This design comes from an exercise in tuning for small area, a short achievable clock period and few clock cycles on the open sky130 flow, not from production work. RTL that was checked went through simulation tests only; none was proved equivalent to the original. Power and IR drop assume default switching activity.

==> flow/design.v <==
package emem_pkg;
  localparam int idx_w = 5;
  localparam int addr_w = 7;
  localparam int num_banks = 4;
  localparam int block_bytes = 32;
  localparam int data_bytes = block_bytes - 1;
  localparam logic [7:0] saved_byte = 8'h00;
  localparam logic [7:0] erased_byte = 8'hff;
endpackage
`timescale 1ns/1ps
module emem_program #(
  parameter int NUM_BANKS = emem_pkg::num_banks
) (
  input  logic                   wr_clk,
  input  logic                   reset,
  input  logic                   wr_start,
  input  logic                   rd_start,
  input  logic                   rd_busy,
  input  logic [NUM_BANKS-1:0]   bank_sel,
  output logic [NUM_BANKS-1:0]   prog_we,
  output logic                   wr_accept,
  output logic                   wr_busy,
  output logic                   wr_done
);
  logic busy_q;
  assign wr_accept = wr_start && !rd_start && !rd_busy && !busy_q;
  assign prog_we = {NUM_BANKS{wr_start && !rd_start}} & bank_sel;
  always_ff @(posedge wr_clk or negedge reset)
  begin
    if (!reset)
      busy_q <= 1'b0;
    else
      busy_q <= wr_accept;
  end
  assign wr_busy = busy_q;
  assign wr_done = busy_q;
endmodule
`timescale 1ns/1ps
module emem_array #(
  parameter int NUM_BANKS = emem_pkg::num_banks
) (
  input  logic                                   wr_clk,
  input  logic                                   em_clear,
  input  logic [NUM_BANKS-1:0]                   prog_we,
  input  logic [emem_pkg::data_bytes*8-1:0]      prog_data,
  input  logic [NUM_BANKS-1:0]                   rd_bank,
  input  logic [emem_pkg::data_bytes-1:0]        rd_byte,
  output logic [7:0]                             rd_data,
  output logic [NUM_BANKS-1:0]                   lead
);
  localparam int NBYTES = emem_pkg::data_bytes;
  localparam int W      = NBYTES * 8;
  logic [W-1:0]           cells [NUM_BANKS];
  logic [NUM_BANKS-1:0]   mark_erased;
  logic                   clear_q;
  always_ff @(posedge wr_clk)
  begin
    clear_q <= em_clear;
  end
  always_ff @(posedge wr_clk)
  begin
    for (int b = 0; b < NUM_BANKS; b++)
    begin
      cells[b]       <= (cells[b] | {W{clear_q}}) & (prog_data | {W{!prog_we[b]}});
      mark_erased[b] <= (mark_erased[b] | clear_q) & !prog_we[b];
    end
  end
  always_comb
  begin
    for (int b = 0; b < NUM_BANKS; b++)
    begin
      lead[b] = !clear_q && !em_clear;
      for (int k = 0; k <= b; k++)
        lead[b] = lead[b] && !mark_erased[k];
      if (b + 1 < NUM_BANKS)
        lead[b] = lead[b] && mark_erased[b+1];
    end
  end
  always_comb
  begin
    rd_data = '0;
    for (int b = 0; b < NUM_BANKS; b++)
      for (int j = 0; j < NBYTES; j++)
        rd_data = rd_data | ({8{rd_bank[b] & rd_byte[j]}} & cells[b][j*8 +: 8]);
  end
endmodule
`timescale 1ns/1ps
module emem_restore #(
  parameter int NUM_BANKS = emem_pkg::num_banks,
  parameter int CNT_W = $clog2(NUM_BANKS + 1)
) (
  input  logic                   wr_clk,
  input  logic                   reset,
  input  logic                   rd_start,
  input  logic                   wr_busy,
  input  logic                   wr_accept,
  input  logic [NUM_BANKS-1:0]   lead,
  input  logic [7:0]             rd_data,
  output logic [NUM_BANKS-1:0]   rd_bank,
  output logic [emem_pkg::data_bytes-1:0] rd_byte,
  output logic [NUM_BANKS-1:0]   bank_sel,
  output logic                   rd_busy,
  output logic                   rd_done,
  output logic                   init_load,
  output logic [4:0]             init_index,
  output logic [7:0]             init_data,
  output logic [CNT_W-1:0]       em_bank,
  output logic                   em_full
);
  localparam logic [4:0] LAST_IDX = 5'(emem_pkg::data_bytes - 1);
  logic              rd_accept;
  logic              found;
  logic [CNT_W-1:0]  lead_cnt;
  logic [CNT_W-1:0]  bank_count;
  logic [CNT_W-1:0]  count_next;
  logic              busy_next;
  logic              load_next;
  logic              done_next;
  assign rd_accept = rd_start && !rd_busy && !wr_busy;
  always_ff @(posedge wr_clk)
  begin
    rd_bank <= lead;
  end
  assign found = |rd_bank;
  always_comb
  begin
    lead_cnt = '0;
    for (int b = 0; b < NUM_BANKS; b++)
      if (rd_bank[b])
        lead_cnt = CNT_W'(b + 1);
  end
  always_comb
  begin
    count_next = bank_count;
    if (rd_accept)
      count_next = lead_cnt;
    else if (wr_accept && (bank_count != CNT_W'(NUM_BANKS)))
      count_next = bank_count + CNT_W'(1);
  end
  assign busy_next = rd_accept || (rd_busy && !rd_done);
  assign load_next = (rd_accept && found) || (init_load && !rd_done);
  assign done_next = (rd_accept && !found) || (init_load && rd_byte[LAST_IDX]);
  always_ff @(posedge wr_clk or negedge reset)
  begin
    if (!reset)
    begin
      bank_count <= '0;
      bank_sel   <= '0;
      rd_busy    <= 1'b0;
      rd_done    <= 1'b0;
      init_load  <= 1'b0;
    end
    else
    begin
      bank_count <= count_next;
      for (int b = 0; b < NUM_BANKS; b++)
        bank_sel[b] <= !busy_next && !wr_accept && (count_next == CNT_W'(b));
      rd_busy    <= busy_next;
      rd_done    <= done_next;
      init_load  <= load_next;
    end
  end
  always_ff @(posedge wr_clk)
  begin
    rd_byte   <= load_next ? {rd_byte[emem_pkg::data_bytes-2:0], 1'b0} :
                             emem_pkg::data_bytes'(1);
    init_index <= init_load ? init_index + 5'd1 : 5'd0;
    init_data <= rd_data;
  end
  assign em_bank    = bank_count;
  assign em_full    = bank_count[CNT_W-1];
endmodule
`timescale 1ns/1ps
module emem_ctrl #(
  parameter int NUM_BANKS = emem_pkg::num_banks
) (
  input  logic          wr_clk,
  input  logic          reset,
  input  logic          em_clear,
  input  logic          rd_start,
  input  logic          wr_start,
  input  logic [247:0]  em_data,
  output logic          rd_busy,
  output logic          wr_busy,
  output logic          rd_done,
  output logic          wr_done,
  output logic          init_load,
  output logic [4:0]    init_index,
  output logic [7:0]    init_data,
  output logic [2:0]    em_bank,
  output logic          em_full
);
  localparam int CNT_W = $clog2(NUM_BANKS + 1);
  logic [NUM_BANKS-1:0] prog_we;
  logic                 wr_accept;
  logic [NUM_BANKS-1:0] bank_sel;
  logic [NUM_BANKS-1:0] rd_bank;
  logic [emem_pkg::data_bytes-1:0] rd_byte;
  logic [7:0]           rd_data;
  logic [NUM_BANKS-1:0] lead;
  emem_program #(
    .NUM_BANKS   (NUM_BANKS)
  ) u_program (
    .wr_clk      (wr_clk),
    .reset       (reset),
    .wr_start    (wr_start),
    .rd_start    (rd_start),
    .rd_busy     (rd_busy),
    .bank_sel    (bank_sel),
    .prog_we     (prog_we),
    .wr_accept   (wr_accept),
    .wr_busy     (wr_busy),
    .wr_done     (wr_done)
  );
  emem_array #(
    .NUM_BANKS   (NUM_BANKS)
  ) u_array (
    .wr_clk      (wr_clk),
    .em_clear    (em_clear),
    .prog_we     (prog_we),
    .prog_data   (em_data),
    .rd_bank     (rd_bank),
    .rd_byte     (rd_byte),
    .rd_data     (rd_data),
    .lead        (lead)
  );
  emem_restore #(
    .NUM_BANKS   (NUM_BANKS),
    .CNT_W       (CNT_W)
  ) u_restore (
    .wr_clk      (wr_clk),
    .reset       (reset),
    .rd_start    (rd_start),
    .wr_busy     (wr_busy),
    .wr_accept   (wr_accept),
    .lead        (lead),
    .rd_data     (rd_data),
    .rd_bank     (rd_bank),
    .rd_byte     (rd_byte),
    .bank_sel    (bank_sel),
    .rd_busy     (rd_busy),
    .rd_done     (rd_done),
    .init_load   (init_load),
    .init_index  (init_index),
    .init_data   (init_data),
    .em_bank     (em_bank),
    .em_full     (em_full)
  );
endmodule
==> flow/config.mk <==
export PLATFORM = sky130hd
export DESIGN_NAME = emem_ctrl
export DESIGN_NICKNAME = emem_ctrl
export VERILOG_FILES = /design/flow/design.v
export SDC_FILE = /design/flow/constraint.sdc
export NUM_CORES = 4
export LEC_CHECK = 0
export CAP_MARGIN = 20
export CORE_MARGIN = 2
export CORE_UTILIZATION = 50
export PLACE_DENSITY = 0.65
export SETUP_SLACK_MARGIN = 5
export SLEW_MARGIN = 20
export TNS_END_PERCENT = 100
==> flow/constraint.sdc <==
create_clock -name core_clock -period 8.0 [get_ports {wr_clk}]
set_input_delay 1.6000 -clock core_clock [delete_from_list [all_inputs] [get_ports {wr_clk}]]
set_output_delay 1.6000 -clock core_clock [all_outputs]
set_load 0.01 [all_outputs]
standard.sh (not shown) runs the stock make flow with config.mk's settings and CLKGATE_MAP_FILE= SYNTH_SCRIPT=/design/flow/synth_recipe.tcl, a recipe that flattens the netlist after the stock synthesis.
==> flow/flow/run.sh <==
#!/bin/bash
set -euo pipefail
bash standard.sh \
  SETUP_SLACK_MARGIN=5.5 \
  TNS_END_PERCENT=100 \
  "BUFFER_PORTS_ARGS=-buffer_cell sky130_fd_sc_hd__buf_1" \
  "CTS_ARGS=-sink_clustering_enable -repair_clock_nets -dont_use_dummy_load" \
  finish > flow.log 2>&1
The first run finished clean.
Rerun with:
--- a/flow/design.v
+++ b/flow/design.v
@@ -104,13 +104,12 @@
   output logic                   init_load,
   output logic [4:0]             init_index,
   output logic [7:0]             init_data,
   output logic [CNT_W-1:0]       em_bank,
   output logic                   em_full
 );
-  localparam logic [4:0] LAST_IDX = 5'(emem_pkg::data_bytes - 1);
   logic              rd_accept;
   logic              found;
   logic [CNT_W-1:0]  lead_cnt;
   logic [CNT_W-1:0]  bank_count;
   logic [CNT_W-1:0]  count_next;
   logic              busy_next;
@@ -136,13 +135,13 @@
       count_next = lead_cnt;
     else if (wr_accept && (bank_count != CNT_W'(NUM_BANKS)))
       count_next = bank_count + CNT_W'(1);
   end
   assign busy_next = rd_accept || (rd_busy && !rd_done);
   assign load_next = (rd_accept && found) || (init_load && !rd_done);
-  assign done_next = (rd_accept && !found) || (init_load && rd_byte[LAST_IDX]);
+  assign done_next = (rd_accept && !found) || (init_load && rd_byte[emem_pkg::data_bytes-1]);
   always_ff @(posedge wr_clk or negedge reset)
   begin
     if (!reset)
     begin
       bank_count <= '0;
       bank_sel   <= '0;
Power is about the same. Maximum frequency hardly moves. Routed wire length climbs slightly. Die area barely changes. Via count climbs slightly. Worst setup slack is worse by 4.7 ps. First-iteration DRC count climbs by about a fifth. Utilization climbs by 0.72 points. Cell count climbs slightly.
Testbench counts after the change, summed over its fixed seeds: cycles 9,354.
Function not checked in the first run of this note: the RTL went through the layout flow alone.

static timing again, ports no longer ideal:
In the flow no input, the clock included, has a driving cell. The finished layouts below were timed again as built, in two steps. Step 1 assumes that a clkbuf_16 drives the clock port and a buf_2 every other input. Step 2 times the ports against the registers' clock, not the clock port: input delays grow and output delays shrink by t, the midpoint of the rising clock arrivals with the driver on. Slacks: ideal ports / drivers / drivers and shift; pairs: ideal ports / drivers.
run	t (ns)	setup WS [ns]	hold WS [ns]	slew at the worst register clock pin (ns)
the first run	0.726	5.222 / 5.151 / 4.856	0.454 / 0.454 / 0.454	0.07 / 0.07
the second run	0.723	5.217 / 5.143 / 4.738	0.462 / 0.462 / 0.462	0.07 / 0.07
After both steps setup and hold are still met in every run listed. For the second run, which loses most, drivers alone change the setup slack by -0.074 ns; drivers and shift together by -0.479 ns.
